This is an optimization exercise on Yosys and OpenROAD, whose aim is small area, a short achievable clock period and few clock cycles per item, not a production implementation. At most, simulation tests tie the RTL to the original design; equivalence was not proved. Power figures rest on the tool's default switching activity, not on a simulated workload.

Design source_token_scanner, start of the top module:
module source_token_scanner (
    input  logic        aclk,
    input  logic        aresetn,
    input  logic        s_valid,
    output logic        s_ready,
    input  logic [7:0]  s_char_code,
    input  logic        s_end_of_input,
    output logic        m_valid,
    input  logic        m_ready,
    output logic [4:0]  m_token_kind,
    output logic [31:0] m_start_pos,
    output logic [5:0]  m_token_length,
    output logic [30:0] m_int_value,
    output logic        m_leading_space,
    output logic        m_last_result
);
Size: roughly 790 cells after synthesis, about 91 I/O pins.
export LEC_CHECK = 0
export CAP_MARGIN = 20
export CORE_MARGIN = 2
export CORE_UTILIZATION = 45
export PLACE_DENSITY = 0.65
export SETUP_SLACK_MARGIN = 2.5
export SLEW_MARGIN = 20
create_clock -name core_clock -period 5.5 [get_ports {aclk}]
standard.sh (not shown) runs the stock make flow with config.mk's settings and CLKGATE_MAP_FILE= SYNTH_SCRIPT=/design/flow/synth_recipe.tcl, a recipe that flattens the netlist after the stock synthesis.
==> flow/flow/run.sh <==
#!/bin/bash
# The standard layout, with buf_2 cells as the port buffers in place of the
# default delay-buffer cells, and a clock tree of clkbuf_8 cells without
# dummy balancing loads. Every tool's output goes to a log file here.
set -euo pipefail
export BUFFER_PORTS_ARGS="-buffer_cell sky130_fd_sc_hd__buf_2"
export CTS_ARGS="-sink_clustering_enable -repair_clock_nets -dont_use_dummy_load -sink_clustering_size 30 -sink_clustering_max_diameter 100 -buf_list sky130_fd_sc_hd__clkbuf_8"
bash standard.sh > standard_flow.log 2>&1
Testbench counts at the start, summed over its fixed seeds: cycles 32,736, items 32,325.
==> next run, changes <==
--- a/flow/design.v
+++ b/flow/design.v
@@ -227,50 +227,62 @@
                 default:  kw_n = KW_NONE;
             endcase
         end
     end
     assign digits_n = (!in_word_q || digits_q) && c_digit;
     localparam int AW = 28;
     logic          acc_keep;
     logic          acc_fresh;
     logic [1:0]    lo_sum;
     logic          lo_cout;
     logic [AW-1:0] ha;
     logic [AW-1:0] hb;
-    logic [AW:0]   pg_g [6];
-    logic [AW:0]   pg_p [6];
     logic [AW-1:0] hi_sum;
     logic [30:0]   prod;
     logic          ovf;
     assign acc_keep  = in_word_q && digits_q && c_digit;
     assign acc_fresh = !in_word_q && c_digit;
     assign lo_sum[0] = acc_q[0] ^ d[1];
     assign lo_sum[1] = acc_q[1] ^ d[2] ^ (acc_q[0] & d[1]);
     assign lo_cout   = d[3] | (acc_q[1] & d[2]) | ((acc_q[1] | d[2]) & acc_q[0] & d[1]);
     assign ha        = acc_q[29:2];
     assign hb        = acc_q[27:0];
-    assign pg_g[0]   = {ha & hb, lo_cout};
-    assign pg_p[0]   = {ha ^ hb, 1'b0};
-    for (genvar l = 0; l < 5; l++) begin : g_ks
-        for (genvar j = 0; j <= AW; j++) begin : g_pos
-            if (j >= (1 << l)) begin : g_join
-                assign pg_g[l + 1][j] = pg_g[l][j] | (pg_p[l][j] & pg_g[l][j - (1 << l)]);
-                assign pg_p[l + 1][j] = pg_p[l][j] & pg_p[l][j - (1 << l)];
-            end else begin : g_pass
-                assign pg_g[l + 1][j] = pg_g[l][j];
-                assign pg_p[l + 1][j] = pg_p[l][j];
+    logic [AW:0] pg_g;
+    logic [AW:0] pg_p;
+    logic [AW:0] ng;
+    logic [AW:0] np;
+    always_comb begin
+        pg_g = {ha & hb, lo_cout};
+        pg_p = {ha ^ hb, 1'b0};
+        for (int j = 1; j <= AW; j += 2) begin
+            pg_g[j] = pg_g[j] | (pg_p[j] & pg_g[j - 1]);
+            pg_p[j] = pg_p[j] & pg_p[j - 1];
+        end
+        for (int l = 1; l < 5; l++) begin
+            ng = pg_g;
+            np = pg_p;
+            for (int j = 1; j <= AW; j += 2) begin
+                if (j >= (1 << l) + 1) begin
+                    ng[j] = pg_g[j] | (pg_p[j] & pg_g[j - (1 << l)]);
+                    np[j] = pg_p[j] & pg_p[j - (1 << l)];
+                end
             end
+            pg_g = ng;
+            pg_p = np;
+        end
+        for (int j = 2; j <= AW; j += 2) begin
+            pg_g[j] = pg_g[j] | (pg_p[j] & pg_g[j - 1]);
         end
     end
-    assign hi_sum    = pg_p[0][AW:1] ^ pg_g[5][AW-1:0];
+    assign hi_sum    = (ha ^ hb) ^ pg_g[AW-1:0];
     assign prod      = {hi_sum, lo_sum, d[0]};
     assign ovf       = acc_q > 31'd214748364 || (acc_q == 31'd214748364 && d >= 4'd8);
     assign cmt_start = in_word_q && kw_q == KW_SLASH && c == CL_SLASH;
     assign la_gt     = !la_end && la == CL_GT;
     assign la_slash  = !la_end && la == CL_SLASH;
     assign ends      = la_end || la == CL_SPACE || la == CL_NEWLINE ||
                        la == CL_COMMA || la == CL_DOT || la == CL_LPAREN ||
                        la == CL_RPAREN || la == CL_LBRACE || la == CL_RBRACE ||
                        la == CL_COLON || la == CL_MINUS;
     always_comb begin
         found = 1'b0;
         kind  = stt_pkg::KIND_IDENT;
Result: Count of clock-buffer cells in the layout stays the same. Core utilization grows by 3.6 points. Die area shrinks by 4.6%. Worst setup slack is worse by 350 ps. Worst hold slack is worse by 19 ps. Cell count shrinks by 10%. Design area stays flat. Combinational power grows by 8.9%. Routed wire length shrinks by 3.0%. Synthesized cell count shrinks by 12%.
For the second run of this note, only the layout was checked, not whether the RTL still works.

## rev 12
source_token_scanner, a different RTL version from the one above (not shown whole).
Size: ~810 cells after synthesis, roughly 130 flip-flops, ~91 I/O pins.
export LEC_CHECK = 0
export CAP_MARGIN = 20
export CORE_MARGIN = 2
export CORE_UTILIZATION = 45
export PLACE_DENSITY = 0.65
export SETUP_SLACK_MARGIN = 2.8
export SLEW_MARGIN = 20
create_clock -name core_clock -period 5.5 [get_ports {aclk}]
Scripts as last shown in full above: flow/flow/run.sh
Rev 12 finished all stages; the layout is clean.
The following lists how rev 13 was set up differently from rev 12:
diff --git a/flow/design.v b/flow/design.v
--- a/flow/design.v
+++ b/flow/design.v
@@ -231,26 +231,24 @@
     assign digits_n = (!in_word_q || digits_q) && c_digit;
     localparam int AW = 28;
     logic          acc_keep;
     logic          acc_fresh;
     logic [1:0]    lo_sum;
     logic          lo_cout;
-    logic          lo_cout_q;
-    logic          ovf_q;
     logic [AW-1:0] ha;
     logic [AW-1:0] hb;
     logic [AW:0]   pg_g [6];
     logic [AW:0]   pg_p [6];
     logic [AW-1:0] hi_sum;
     logic [30:0]   prod;
     logic          ovf;
     assign acc_keep  = in_word_q && digits_q && c_digit;
     assign acc_fresh = !in_word_q && c_digit;
     assign lo_sum[0] = acc_q[0] ^ d[1];
     assign lo_sum[1] = acc_q[1] ^ d[2] ^ (acc_q[0] & d[1]);
-    assign lo_cout   = lo_cout_q;
+    assign lo_cout   = d[3] | (acc_q[1] & d[2]) | ((acc_q[1] | d[2]) & acc_q[0] & d[1]);
     assign ha        = acc_q[29:2];
     assign hb        = acc_q[27:0];
     assign pg_g[0]   = {ha & hb, lo_cout};
     assign pg_p[0]   = {ha ^ hb, 1'b0};
     for (genvar l = 0; l < 5; l++) begin : g_ks
         for (genvar j = 0; j <= AW; j++) begin : g_pos
@@ -262,13 +260,13 @@
                 assign pg_p[l + 1][j] = pg_p[l][j];
             end
         end
     end
     assign hi_sum    = pg_p[0][AW:1] ^ pg_g[5][AW-1:0];
     assign prod      = {hi_sum, lo_sum, d[0]};
-    assign ovf       = ovf_q;
+    assign ovf       = acc_q > 31'd214748364 || (acc_q == 31'd214748364 && d >= 4'd8);
     assign cmt_start = in_word_q && kw_q == KW_SLASH && c == CL_SLASH;
     assign la_gt     = !la_end && la == CL_GT;
     assign la_slash  = !la_end && la == CL_SLASH;
     assign ends      = la_end || la == CL_SPACE || la == CL_NEWLINE ||
                        la == CL_COMMA || la == CL_DOT || la == CL_LPAREN ||
                        la == CL_RPAREN || la == CL_LBRACE || la == CL_RBRACE ||
@@ -317,28 +315,12 @@
     assign acc_hold     = !ld_word && !eof_load;
     assign acc_d        = {31{acc_ld_sat}} | ({31{acc_ld_keep}} & prod) |
                           ({31{acc_hold}} & acc_q) | ({31{acc_ld_fresh}} & 31'(d));
     always_ff @(posedge aclk) begin
         acc_q <= acc_d;
     end
-    function automatic logic low_carry(input logic [1:0] a, input logic [3:0] dd);
-        low_carry = dd[3] | (a[1] & dd[2]) | ((a[1] | dd[2]) & a[0] & dd[1]);
-    endfunction
-    logic [1:0] acc_n_lo;
-    assign acc_n_lo = acc_keep ? {lo_sum[0], d[0]} : (acc_fresh ? d[1:0] : 2'd0);
-    function automatic logic next_ovf(input logic [30:0] a, input logic [3:0] dc,
-                                      input logic [3:0] dn);
-        next_ovf = a >= 31'd21474837 ||
-                   (a == 31'd21474836 && (dc >= 4'd5 || (dc == 4'd4 && dn >= 4'd8)));
-    endfunction
-    always_ff @(posedge aclk) begin
-        if (go && !la_end) begin
-            lo_cout_q <= ld_word ? low_carry(acc_n_lo, h1n_q) : low_carry(acc_q[1:0], h1n_q);
-            ovf_q     <= ld_word && acc_keep && next_ovf(acc_q, d, h1n_q);
-        end
-    end
     always_ff @(posedge aclk) begin
         if (ld_first || eof_load) begin
             start_q <= pos_q;
         end
         if (eof_load) begin
             len_q   <= 6'd0;
Notes after the runs:
- The buffer count excluding the clock tree in the final layout reported for rev 13 is smaller than that of rev 12 by 22.
- Rev 13 vs rev 12: routed via count divided by cell count up
- Summary of rev 13 over rev 12: power density over the cells shrank by 3.2 nW/um^2, maximum fanout encountered on the critical timing path held steady, overall routing resource usage shrank by 1.1 points, overall power shrank by 65 uW, final-stage net count shrank by about 3.5%.
- Rev 12 → rev 13: area fraction in compound gates after synthesis shows an increase of 2.8 points; switching portion of total power shows a reduction of 0.87 points; share of cell area taken by flip-flops and latches shows a reduction of 0.18 points; cell leakage power shows a reduction of about 8%; fmax shows a reduction of about 0.6%.
Testbench counts of rev 13, summed over its fixed seeds: cycles 32,736, items 32,325.
For rev 12, only the layout was checked, not whether the RTL still works.

Setup of the reference run:
Another version of the RTL of source_token_scanner (not shown whole).
Size: ~820 cells after synthesis, about 130 flip-flops, ~0.0072 mm2 of cells after synthesis.
export LEC_CHECK = 0
export CAP_MARGIN = 20
export CORE_MARGIN = 2
export CORE_UTILIZATION = 45
export PLACE_DENSITY = 0.65
export SETUP_SLACK_MARGIN = 2.5
export SLEW_MARGIN = 20
create_clock -name core_clock -period 5.5 [get_ports {aclk}]
Scripts as last shown in full above: flow/flow/run.sh
For the trial run, these inputs were changed with respect to the reference run:
-- flow/design.v --
<<< the reference run, line 324
    endfunction
    logic [1:0] acc_n_lo;
    assign acc_n_lo = acc_keep ? ({lo_sum[0], d[0]} | {2{ovf}})
                               : (acc_fresh ? d[1:0] : 2'd0);
    always_ff @(posedge aclk) begin
        if (go && !la_end) begin
>>> the trial run, line 324
    endfunction
    logic [1:0] acc_n_lo;
    assign acc_n_lo = acc_keep ? {lo_sum[0], d[0]} : (acc_fresh ? d[1:0] : 2'd0);
    always_ff @(posedge aclk) begin
        if (go && !la_end) begin
### Flow results
- The trial run reached the final stage; the timing, DRC and antenna checks on its layout passed.
- Between the trial run and the reference run, worst setup margin is higher for the reference run, the trial run comes in under that.
- The reference run and the trial run ended up with roughly the same achievable clock frequency.
- Per the comparison of the trial run with the reference run, part of the cycle the worst path needs has remained practically unchanged, final number of hold-violating endpoints has remained practically unchanged, area growth from synthesis to final layout has increased, post-synthesis mux area share has decreased.
- Between the trial run and the reference run, it is the trial run whose final cell count without fillers is lower, by 12.
- The trial run: sequential share of layout area is 0.26 points higher than what the reference run reported.
- Per the comparison of the trial run with the reference run, met3 track demand over resource ~0 delta, clock-buffer cell count ~0 delta.
- Between the reference run and the trial run, the fraction of area in multi-input gates does not differ in any meaningful way.
- Worst setup path startpoint: acc_q[23]$_DFF_P_ -> the reference run, acc_q[6]$_DFF_P_ -> the trial run
No functional check of the RTL was part of any run of this note.

## what the ideal ports hide
How much do the figures lean on ideal ports? The routed layouts below were timed once more, with nothing changed but the port constraints.
Step 1 assumes that a clkbuf_16 drives the clock port and a buf_2 every other input.
Step 2 moves the port delays by t, midway between the first and last clock arrival at a register: inputs arrive t later, outputs are due t later. That takes back most of the time a late clock gives input paths.
Three values: no drivers, after step 1, after step 2; two values: the first two.
run	t (ns)	slack for setup (ns)	slew at the worst register clock pin (ns)	cell pins on the clock port's net
the first run of note 1	0.477	2.680 / 2.691 / 2.214	0.08 / 0.08	1
the second run of note 1	0.457	2.333 / 2.333 / 2.321	0.07 / 0.07	1
rev 12	0.448	2.762 / 2.762 / 2.490	0.07 / 0.07	1
rev 13	0.456	2.746 / 2.746 / 2.470	0.07 / 0.07	1
the reference run	0.456	2.610 / 2.610 / 2.235	0.08 / 0.08	1
the trial run	0.458	2.603 / 2.603 / 2.243	0.07 / 0.07	1
After both steps every run listed still meets setup and hold. For the first run of note 1, which loses most, drivers alone change the setup slack by +0.011 ns; drivers and shift together by -0.466 ns.
